This is an optimization exercise on Yosys and OpenROAD, whose aim is small area, a short achievable clock period and few clock cycles, not a production implementation. Only simulation tests tie the RTL to the original design; equivalence was not proved. Power figures rest on the tool's default switching activity, not on a simulated workload.

[config.mk]
export PLATFORM = sky130hd
export DESIGN_NAME = dcache
export DESIGN_NICKNAME = dcache
export VERILOG_FILES = /design/flow/design.v
export SDC_FILE = /design/flow/constraint.sdc
export NUM_CORES = 4
export LEC_CHECK = 0
export ABC_CLOCK_PERIOD_IN_PS = 5000
export CAP_MARGIN = 20
export CORE_MARGIN = 2
export CORE_UTILIZATION = 65
export CTS_BUF_LIST = sky130_fd_sc_hd__clkbuf_8
export SETUP_SLACK_MARGIN = 2.5
export SLEW_MARGIN = 20
export TNS_END_PERCENT = 0
[constraint.sdc]
create_clock -name core_clock -period 7.5 [get_ports {CLK}]
set_input_delay 1.5000 -clock core_clock [delete_from_list [all_inputs] [get_ports {CLK}]]
set_output_delay 1.5000 -clock core_clock [all_outputs]
set_load 0.01 [all_outputs]
[design.v]
package dcache_geom_pkg;
  typedef logic [32-1:0] word_t;   
  typedef logic [26-1:0]  tag_t;    
  typedef logic [3-1:0]  index_t;  
  typedef logic [$clog2(2)-1:0] way_sel_t;
  typedef struct packed {
    tag_t                                 tag;
    index_t                               idx;
    logic [$clog2(2)-1:0]   blkoff;   
    logic [2-1:0]        bytoff;   
  } dc_addr_t;
  typedef struct packed {
    tag_t                          tag;
    word_t [2-1:0]   block;   
    logic                          valid;
    logic                          dirty;   
  } line_t;
endpackage
package dcache_ctrl_pkg;
  typedef enum logic [3:0] {
    IDLE,        
    WB0,         
    WB1,         
    FILL0,       
    FILL1,       
    FLUSH_W0L,   
    FLUSH_W0H,
    FLUSH_W1L,
    FLUSH_W1H,   
    FLUSHED      
  } dc_state_e;
  typedef enum logic [2:0] {
    NONE,
    HIT_WRITE,   
    FILL_WORD,   
    FILL_LAST,   
    CLEAN,       
    CLEAR_ALL    
  } arr_cmd_e;
endpackage
module dcache (
  input  logic                     CLK,
  input  logic                     nRST,
  input  logic                     dmemREN,
  input  logic                     dmemWEN,
  input  logic                     halt,
  input  logic [31:0]              dmemaddr,
  input  logic [31:0]              dmemstore,
  output logic                     dhit,
  output logic                     flushed,
  output logic [31:0]              dmemload,
  input  logic [31:0]              wb_dat_i,
  input  logic                     wb_ack,
  output logic                     wb_cyc,
  output logic                     wb_stb,
  output logic                     wb_we,
  output logic [31:0]              wb_adr,
  output logic [31:0]              wb_dat_o
);
  localparam int NS = 8;
  localparam int TW = 26;
  logic [TW-1:0] a_tag;
  logic [2:0]    a_idx;
  logic          a_off;
  assign a_tag = dmemaddr[31:6];
  assign a_idx = dmemaddr[5:3];
  assign a_off = dmemaddr[2];
  logic [TW-1:0] tag_q  [2][NS];
  logic [31:0]   data_q [2][NS][2];
  logic [NS-1:0] valid_q [2];
  logic [NS-1:0] dirty_q [2];
  logic [NS-1:0] lru_q;           
  logic          idle;            
  logic          rd0;             
  logic          rd1;             
  logic          fl;              
  logic [3:0]    fsel_q;          
  logic          wbuf_v;          
  logic          wbuf_word;       
  logic [TW-1:0] wbuf_tag;
  logic [2:0]    wbuf_idx;
  logic [31:0]   wbuf_d [2];
  logic          req;
  logic [2:0]    ridx;            
  logic [TW-1:0] rtag [2];
  logic [31:0]   rdat [2][2];
  logic [NS-1:0] lhit [2];        
  logic [1:0]    m;               
  logic          sel1;            
  logic          miss;
  logic          vway;            
  logic          vdirty;
  logic [NS-1:0] vdirty_s;        
  logic          any_dirty;
  logic          drain;           
  logic          last_ack;        
  logic          wbuf_set;        
  logic          fill_start;      
  logic          fill_we;         
  logic          fill_done;       
  logic          rword;           
  logic [31:0]   wdata [2];
  assign req  = dmemREN | dmemWEN;
  assign ridx = fl ? fsel_q[3:1] : a_idx;
  always_comb begin
    for (int w = 0; w < 2; w++) begin
      rtag[w] = tag_q[w][ridx];
      for (int b = 0; b < 2; b++) rdat[w][b] = data_q[w][ridx][b];
    end
  end
  always_comb begin
    for (int w = 0; w < 2; w++)
      for (int s = 0; s < NS; s++)
        lhit[w][s] = valid_q[w][s] && (tag_q[w][s] == a_tag);
    for (int w = 0; w < 2; w++)
      m[w] = req && lhit[w][a_idx];
  end
  always_comb begin
    for (int s = 0; s < NS; s++) vdirty_s[s] = dirty_q[lru_q[s]][s];
  end
  assign vway      = fl ? fsel_q[0] : lru_q[ridx];
  assign vdirty    = fl ? dirty_q[fsel_q[0]][fsel_q[3:1]] : vdirty_s[a_idx];
  assign any_dirty = |{dirty_q[1], dirty_q[0]};
  assign sel1     = lhit[1][a_idx];
  assign dmemload = sel1 ? rdat[1][a_off] : (idle ? rdat[0][a_off] : wb_dat_i);
  assign dhit     = m[0] | m[1] | (rd1 & wb_ack);
  assign miss     = idle && req && !(m[0] | m[1]);
  assign wdata[0] = (dmemWEN && !a_off) ? dmemstore : wb_dat_i;
  assign wdata[1] = (dmemWEN &&  a_off) ? dmemstore : wb_dat_i;
  assign drain      = wbuf_v && (idle || fl);
  assign last_ack   = drain && wb_ack && wbuf_word;
  assign fill_start = miss && !wbuf_v;
  assign rword      = rd1 ? a_off : !a_off;
  assign fill_we    = wb_ack && (rd0 || rd1 || fill_start);
  assign fill_done  = wb_ack && rd1;
  assign wbuf_set   = (fill_start && vdirty) ||
                      (fl && vdirty && (!wbuf_v || last_ack));
  assign wb_cyc   = drain || rd0 || rd1 || fill_start;
  assign wb_stb   = wb_cyc;
  assign wb_we    = drain;
  assign wb_adr   = drain ? {wbuf_tag, wbuf_idx, wbuf_word, 2'b00}
                          : {a_tag, a_idx, rword, 2'b00};
  assign wb_dat_o = wbuf_d[wbuf_word];
  assign flushed  = fl && !wbuf_v && !any_dirty;
  always_ff @(posedge CLK) begin
    for (int w = 0; w < 2; w++)
      for (int s = 0; s < NS; s++) begin
        if (fill_done && vway == w && a_idx == s) tag_q[w][s] <= a_tag;
        for (int b = 0; b < 2; b++)
          if ((dmemWEN && m[w] && a_idx == s && a_off == b) ||
              (fill_we && vway == w && a_idx == s && rword == b))
            data_q[w][s][b] <= wdata[b];
      end
    if (!wbuf_v || last_ack) begin
      wbuf_tag  <= rtag[vway];
      wbuf_idx  <= ridx;
      wbuf_d[0] <= rdat[vway][0];
      wbuf_d[1] <= rdat[vway][1];
    end
  end
  always_ff @(posedge CLK, negedge nRST) begin
    if (!nRST) begin
      for (int w = 0; w < 2; w++) begin
        valid_q[w] <= '0;
        dirty_q[w] <= '0;
      end
      lru_q <= '0;
    end else begin
      for (int w = 0; w < 2; w++)
        for (int s = 0; s < NS; s++) begin
          if (fill_done && vway == w && a_idx == s) begin
            valid_q[w][s] <= 1'b1;
            dirty_q[w][s] <= dmemWEN;
          end
          if (dmemWEN && m[w] && a_idx == s) dirty_q[w][s] <= 1'b1;
          if (fl && wbuf_set && fsel_q == 4'(2*s+w)) dirty_q[w][s] <= 1'b0;
        end
      for (int s = 0; s < NS; s++) begin
        if (m[0] && a_idx == s) lru_q[s] <= 1'b1;
        if (m[1] && a_idx == s) lru_q[s] <= 1'b0;
        if (fill_done && a_idx == s) lru_q[s] <= !vway;
      end
    end
  end
  always_ff @(posedge CLK, negedge nRST) begin
    if (!nRST) begin
      idle      <= 1'b1;
      rd0       <= 1'b0;
      rd1       <= 1'b0;
      fl        <= 1'b0;
      fsel_q    <= '0;
      wbuf_v    <= 1'b0;
      wbuf_word <= 1'b0;
    end else begin
      if (idle) begin
        if (halt) begin
          idle <= 1'b0;
          fl   <= 1'b1;
        end else if (fill_start) begin
          idle <= 1'b0;
          rd0  <= !wb_ack;
          rd1  <= wb_ack;
        end
      end
      if (rd0 && wb_ack) begin
        rd0 <= 1'b0;
        rd1 <= 1'b1;
      end
      if (rd1 && wb_ack) begin
        rd1  <= 1'b0;
        idle <= 1'b1;
      end
      for (int i = 15; i >= 0; i--)
        if (dirty_q[i % 2][i / 2]) fsel_q <= 4'(i);
      if (wbuf_set)      wbuf_v <= 1'b1;
      else if (last_ack) wbuf_v <= 1'b0;
      if (drain && wb_ack) wbuf_word <= !wbuf_word;
    end
  end
endmodule
[run.sh]
#!/bin/bash
# synth_recipe.tcl (not shown) runs the flow's synth.tcl, then flattens the netlist and writes it again
# the make line also repeats each setting of config.mk as NAME=value (left out here)
make -C /OpenROAD-flow-scripts/flow DESIGN_CONFIG=/design/flow/config.mk WORK_HOME=/design/flow/orfs CLKGATE_MAP_FILE= SYNTH_SCRIPT=/design/flow/synth_recipe.tcl finish
==> results.py, run 1 <==
metrics = {
    "logic_synthesis": {
        "ys_top_cells_by_area": "edfxtp_1 69%, xnor2_1 3.3%, a22oi_1 3.1%",
        "synthMuxAreaShare": 0.0383,
        "synthArstFlopShare": 0.0316,
        "synth_flop_cell": "edfxtp_1",
        "yosysTopAreaCell": "edfxtp_1",
        "synth_xor_area_frac": 0.0548,
        "synth_cell_types": 79,
        "synthSimpleGateAreaFrac": 0.0601,
        "synth_top_family_by_area": "compound AO/OA/AOI/OAI gates",
        "synth_warnings": 10,
        "synthAdderAreaFrac": 0,
        "synth.most_common_cell": "edfxtp_1",
        "synth_area_um2": 66800,
        "synth-seq-cells": 1583,
        "syn_area_per_cell_um2": 14.9,
        "synth_edf_count": 1533,
        "synth_top_cell_area_share": 0.689,
        "synth_common_cells": "1533 x edfxtp_1, 342 x nand2_1, 278 x a22oi_1",
        "yosysSeqAreaShare": 0.707,
        "synthCells": 4491,
        "synth-compound-area-share": 0.116,
    },
    "global_routing": {
        "gr-usage-met3": 0.109,
        "antenna_found_initial": 11,
        "grt_util_met1": 0.607,
        "grt_pass1_vias": 44300,
        "gr-total-overflow": 0,
        "grt_pass1_wl_mm": 325,
        "track_usage": 0.438,
        "grt_max_degree": 95,
        "busiest_layer": "met2",
        "grt.met2_usage": 0.653,
    },
    "sta": {
        "grt_setup_unrepaired": "true",
        "fin_tns_setup_ps": 0,
        "relSlewSlack": 0.235,
        "hold_viol": 0,
        "finalSetupViolCount": 0,
        "post-route-min-period_ps": 5740,
        "min_period_over_period": 0.765,
        "slew_viol_final": 0,
        "fmax_mhz": 174,
        "clock_skew_ps": 44.6,
        "worst_slew_pin_slew_ps": 1150,
    },
    "critical_path": {
        "worstPathRequired_ps": 6000,
        "crit_path_start_kind": "primary input",
        "max_stage_delay_ps": 470,
        "worst-setup-path-type": "in2out",
        "r2r_start": "tag_q[14][20]",
        "end_kind": "output port",
        "crit_path_top_delay_cell": "nor3_1",
        "crit_family": "buffers and inverters",
        "cp_max_fo": 24,
        "r2r_slack_ps": 2550,
        "r2r_end": "data_q[23][27]",
        "critical_path_arrival_ps": 4240,
        "setup.worst_path.start": "dmemaddr[20]",
        "crit_chain": "buf_4, buf_12, xor2_1, nor3_1, nand3_1, o21ai_1, o211ai_1, clkbuf_16, o31ai_4, buf_12, buf_8, a211oi_4, a21oi_2, buf_4, buf_6",
        "worstSetupEndpoint": "dmemload[28]",
        "crit_buf_inv": 7,
        "path_depth": 15,
        "ff2ff_path_depth": 15,
    },
    "floorplanning": {
        "io_pins": 203,
        "die_h_um": 325,
        "die_area_um2": 105000,
        "initial_utilization": 0.656,
        "row_count": 117,
        "core_area_um2": 102000,
        "die_width_um": 325,
    },
    "drt": {
        "drcViolationCount": 0,
        "drt_wl_total_mm": 233,
        "drtPass1Iterations": 8,
        "via_count": 46500,
        "antenna_left": 0,
        "drt_iter0_drc": 8234,
        "wl_per_cell_um": 35.8,
        "viasPerCell": 7.14,
    },
    "power": {
        "p_leak_nw": 26.5,
        "power.total_mw": 23.1,
        "vdd_ir_drop_max_uv": 244,
        "power.density_nw_per_um2": 294,
    },
    "final_layout": {
        "nets": 5052,
        "layout-drive-gt1-share": 0.203,
        "multi_input_area_um2": 19600,
        "seq_area_um2": 47300,
        "fillerInstances": 6192,
        "syn_to_final_growth_pct": 17.7,
        "design_area_um2": 78700,
    },
    "placement": {
        "placed_area_um2": 71300,
        "gp_congestion": 1.02,
        "io_buffers": 198,
        "hpwl_mm": 139,
    },
    "clock_network": {
        "cts_tree": "built",
        "ctsLongestPathBuffers": 3,
        "cts_made_buffers": 235,
        "clk_pin_slew_ps": 60,
        "clockRootBuffer": "clkbuf_8",
        "insertion_delay_ps": 940,
        "cts.sinks": 1583,
        "htreeDepth": 4,
    },
    "min_path": {
        "hold_class": "reg2reg",
    },
    "flow_run": {
        "max-cap-violations": 0,
    },
    "status": {
        "status": "finished clean",
    },
}
## metrics by stage
step                hold WS, ps  worst slack [ps]  cells   util
global route                487              1850   6508  0.772
finish                      471              1760   6511  0.772
global placement            451               231   5953  0.699
CTS                         469              2000   6500  0.770
floorplan                   425              1560   4492      -
detailed placement          454               229   5954  0.699
## registers in the layout, indices dropped and copies added, names as in the netlist, 3 cells and up
signal and flops:
data_q 1024, tag_q 416, wbuf_d 64, wbuf_tag 26, dirty_q 16, valid_q 16
lru_q 8, fsel_q 4, wbuf_idx 3
## how the worst min path moves through the flow
stage                     cells after the start           from             to  slack (ps)
after CTS                                     1  valid_q[0][6]  valid_q[0][6]         470
after global routing                          1  valid_q[1][6]  valid_q[1][6]         490
after floorplan                               1  valid_q[1][1]  valid_q[1][1]         430
final                                         1  valid_q[0][0]  valid_q[0][0]         470
after detailed placement                      1  valid_q[0][6]  valid_q[0][6]         450
after global placement                        1  valid_q[0][0]  valid_q[0][0]         450
## placed cells by master (no fill, tap or decap), types with 29 or more instances in the layout
master / count
a21oi_1: 163
a221oi_1: 70
a222oi_1: 61
a22o_1: 125
a22oi_1: 277
and3_1: 63
buf_12: 55
buf_2: 32
buf_4: 227
buf_6: 42
clkbuf_8: 244
clkdlybuf4s50_1: 131
clkinv_1: 52
clkinv_2: 29
dfrtp_1: 44
edfxtp_1: 1533
inv_1: 105
mux2_2: 101
mux2i_1: 123
nand2_1: 333
nand3_1: 38
nand4_1: 72
nor2_1: 115
nor2_4: 44
o21ai_0: 84
o22ai_1: 61
xnor2_1: 227
xor2_1: 161
## cell type report
cell class / count / area share
tap: 1368 / 0.0218
clock inverter: 179 / 0.0105
multi-input combinational: 2576 / 0.249
clock buffer: 243 / 0.0425
timing repair inverter: 1 / 0.000111
timing repair buffer: 531 / 0.0730
sequential: 1583 / 0.601
inverter: 22 / 0.00137
antenna: 8 / 0.000255
## logic make-up (layout without fill, tap and decap cells)
family | after synthesis | count (layout)
AND/OR/NAND/NOR | 859 | 860
XOR/XNOR | 418 | 418
other | 1 | 10
multiplexers | 234 | 234
buffers and inverters | 335 | 976
flip-flops | 1583 | 1583
AO/OA/AOI/OAI | 1061 | 1062
## worst reg2reg max path: stages (launching register included)
cell and delay (ps):
edfxtp_1 470, xnor2_4 350, nand4_1 260, nor4_2 380, a32o_1 230, o211ai_1 140
clkbuf_16 200, buf_12 130, o31a_4 170, buf_4 190, buf_4 150, buf_4 160
nor2_1 110, a21oi_2 200, nor2_4 860, buf_4 570
## metal layers
layer | up-vias | wire (um) | part of all wire
li1 | 18700 | - | -
met1 | 23000 | 81600 | 0.35
met2 | 4113 | 104000 | 0.45
met3 | 725 | 34000 | 0.15
met4 | 4 | 13600 | 0.058
met5 | - | 56 | 0.00024
## repair_timing
item | in CTS | in global routing
buffers inserted | 104 | 3
gates resized for setup | 576 | 27
pin swaps | 74 | 8
endpoints found under the setup margin | 1077 | 233
cloned | 20 | 0
hold buffers | 0 | 0
## power breakdown
part	switching [mW]	internal, mW
clock	3.31	3.06
sequential	0.272	10.3
combinational	3.89	2.29
Testbench counts, summed over its fixed seeds: cycles 17,867.
==> run 2: changes to the inputs <==
--- a/config.mk
+++ b/config.mk
@@ -9,7 +9,9 @@
 export CAP_MARGIN = 20
 export CORE_MARGIN = 2
 export CORE_UTILIZATION = 65
-export CTS_BUF_LIST = sky130_fd_sc_hd__clkbuf_8
+export CTS_BUF_LIST = sky130_fd_sc_hd__clkbuf_16
+export CTS_CLUSTER_DIAMETER = 60
+export CTS_CLUSTER_SIZE = 30
 export SETUP_SLACK_MARGIN = 2.5
 export SLEW_MARGIN = 20
 export TNS_END_PERCENT = 0
==> run 2 against run 1 <==
Against the previous run:
- still clean on timing, DRC and antenna
- combinational power grew 2%
- first-iteration DRC count is 9.4% higher
- synthesized cell count unchanged
- cell count shrank 3.0%
- sequential share of layout area shrank 0.21 points
- count of clock-buffer cells in the layout decreased by 135
- largest power group unchanged
==> results.py, run 2 <==
metrics = {
    "floorplanning": {
        "row_count": 117,
        "io_pins": 203,
        "die_h_um": 325,
        "die_width_um": 325,
        "die_area_um2": 105000,
        "initial_utilization": 0.656,
        "core_area_um2": 102000,
    },
    "sta": {
        "clock_skew_ps": 29.1,
        "fmax_mhz": 175,
        "grt_setup_unrepaired": "true",
        "worst_slew_pin_slew_ps": 1130,
        "hold_viol": 0,
        "slew_viol_final": 0,
        "relSlewSlack": 0.246,
        "whs_ps": 478,
        "min_period_over_period": 0.761,
        "fin_tns_setup_ps": 0,
        "post-route-min-period_ps": 5710,
        "finalSetupViolCount": 0,
    },
    "logic_synthesis": {
        "synth_warnings": 10,
        "synthAdderAreaFrac": 0,
        "synth_area_um2": 66800,
        "ys_top_cells_by_area": "edfxtp_1 69%, xnor2_1 3.3%, a22oi_1 3.1%",
        "synth_common_cells": "1533 x edfxtp_1, 342 x nand2_1, 278 x a22oi_1",
        "syn_area_per_cell_um2": 14.9,
        "synthCells": 4491,
        "synthSimpleGateAreaFrac": 0.0601,
        "synth_top_family_by_area": "compound AO/OA/AOI/OAI gates",
        "synth_flop_cell": "edfxtp_1",
        "synth_cell_types": 79,
        "synth_edf_count": 1533,
        "synthMuxAreaShare": 0.0383,
        "synth_top_cell_area_share": 0.689,
        "synth.most_common_cell": "edfxtp_1",
        "yosysSeqAreaShare": 0.707,
        "yosysTopAreaCell": "edfxtp_1",
        "synth-seq-cells": 1583,
        "synth-compound-area-share": 0.116,
        "synth_xor_area_frac": 0.0548,
        "synthArstFlopShare": 0.0316,
    },
    "final_layout": {
        "syn_to_final_growth_pct": 18.1,
        "final_cell_mix": "1533 x edfxtp_1, 333 x nand2_1, 277 x a22oi_1",
        "top_register": "data_q",
        "largest_reg_flops": 1024,
        "nets": 4948,
        "design_area_um2": 78900,
        "layout-drive-gt1-share": 0.199,
        "final_common_cell": "edfxtp_1",
        "largestRegisters": "data_q: 1024 flops, tag_q: 416 flops, wbuf_d: 64 flops",
    },
    "critical_path": {
        "critical_path_arrival_ps": 4210,
        "crit_path_start_kind": "primary input",
        "crit_chain": "buf_12, xor2_4, nor4_4, nand4_1, o41ai_4, a31oi_4, buf_12, buf_6, o31a_4, a31oi_4, buf_2",
        "crit_family": "compound AO/OA/AOI/OAI gates",
        "crit_buf_inv": 4,
        "worst-setup-path-type": "in2out",
        "cp_max_fo": 6,
        "max_stage_delay_ps": 470,
        "crit_path_top_delay_cell": "o41ai_4",
        "end_kind": "output port",
        "worstPathRequired_ps": 6000,
    },
    "global_routing": {
        "track_usage": 0.440,
        "grt_pass1_vias": 43400,
        "gr-total-overflow": 0,
        "grt_max_degree": 56,
        "antenna_found_initial": 10,
        "grt_pass1_wl_mm": 326,
    },
    "clock_network": {
        "ctsLongestPathBuffers": 3,
        "cts_tree": "built",
        "clockRootBuffer": "clkbuf_16",
        "cts_made_buffers": 106,
        "htreeDepth": 3,
        "cts.sinks": 1583,
        "cts_hold_buffers": 0,
        "clk_pin_slew_ps": 90,
        "insertion_delay_ps": 740,
    },
    "drt": {
        "drt_iter0_drc": 9004,
        "wl_met1_mm": 81.0,
        "met3_wirelength_mm": 35.2,
        "drtPass1Iterations": 6,
        "antenna_left": 0,
        "wl_per_cell_um": 37.2,
        "drcViolationCount": 0,
        "met2_length_mm": 105,
        "drt_wl_total_mm": 235,
        "via_count": 46200,
        "top_layer": "met5",
        "viasPerCell": 7.32,
    },
    "power": {
        "p_leak_nw": 26.2,
        "power.density_nw_per_um2": 298,
        "vdd_ir_drop_max_uv": 268,
        "power.total_mw": 23.5,
    },
    "status": {
        "status": "finished clean",
    },
    "flow_run": {
        "max-cap-violations": 0,
    },
    "min_path": {
        "hold_class": "reg2reg",
    },
    "placement": {
        "hpwl_mm": 139,
        "placed_area_um2": 71300,
        "gp_congestion": 1.02,
        "io_buffers": 198,
    },
}
==> run 2: path summary, 6_finish.rpt <==
| kind | depth (start not counted) | slack [ps] | end | startpoint |
|---|---|---|---|---|
| max | 11 | 1790 | dmemload[30] | dmemaddr[15] |
| min in group asynchronous | 2 | 930 | valid_q[1][4] | nRST |
| min | 1 | 480 | valid_q[0][0] | valid_q[0][0] |
| max reg2reg | 12 | 2390 | data_q[23][27] | tag_q[9][9] |
| max in group asynchronous | 2 | 5840 | wbuf_word | nRST |
| min reg2reg | 1 | 480 | valid_q[0][0] | valid_q[0][0] |
==> run 2: kinds of logic after synthesis <==
| kind of cell | after synthesis |
|---|---|
| compound gates | 1061 |
| other cells | 1 |
| buf+inv | 335 |
| flops | 1583 |
| xor+xnor | 418 |
| mux | 234 |
| simple gates | 859 |
==> run 2: metal layers <==
metal | track usage | up-vias
met4 | 0.221 | 6
met2 | 0.657 | 4237
li1 | - | 18400
met1 | 0.611 | 22900
met5 | 0 | -
met3 | 0.107 | 721
==> run 2: power breakdown <==
| part | internal [mW] | switching [mW] |
|---|---|---|
| logic | 2.34 | 3.95 |
| clock network | 3.06 | 3.61 |
| registers | 10.3 | 0.279 |
==> run 2: what timing repair did <==
action	4_1_cts	5_1_grt
cloned	26	3
gates resized for setup	563	45
endpoints found under the setup margin	1091	579
buffers inserted	97	26
pin swaps	63	14
==> run 2: per-stage QoR <==
stage | utilization | setup slack [ps] | std cells
2_1_floorplan | - | 1560 | 4492
6_report | 0.775 | 1790 | 6313
4_1_cts | 0.770 | 1980 | 6279
3_3_place_gp | 0.699 | 231 | 5953
5_1_grt | 0.775 | 1820 | 6312
3_5_place_dp | 0.699 | 229 | 5954
==> run 2: cell type report <==
cell class	instances	area (um2)
inverters	22	124
diodes	5	12.5
clock buffers	108	2700
clock inverters	94	1350
flip-flops and latches	1583	47300
well taps	1368	1710
fillers	6074	23000
repair buffers	556	6100
multi-input cells	2577	19600

static timing again, ports no longer ideal:
The results above use ideal ports. As a check the final layouts listed here were re-extracted and re-timed, cells and wires unchanged. Step 1: set_driving_cell puts a clkbuf_16 on CLK and a buf_2 on each other input, an assumption about the parent block. Step 2 also shifts input and output timing later by t, the mid clock arrival at the registers, as if the neighbouring blocks saw the same clock. Slacks: no drivers / after step 1 / after step 2; pairs: no drivers / after step 1.
run	shift t [ns]	slack for setup (ns)	worst setup path after step 2	latest minus earliest clock arrival (ns)	worst slew at a driven data input, ns
run 1	0.994	1.763 / 1.664 / 1.154	input to register	0.045 / 0.045	0.15
run 2	0.806	1.792 / 1.706 / 0.959	input to register	0.030 / 0.029	0.20
After both steps every run listed still meets setup and hold. The setup slack of run 2, which loses most, moves by -0.086 ns with the drivers and by -0.833 ns with both steps.
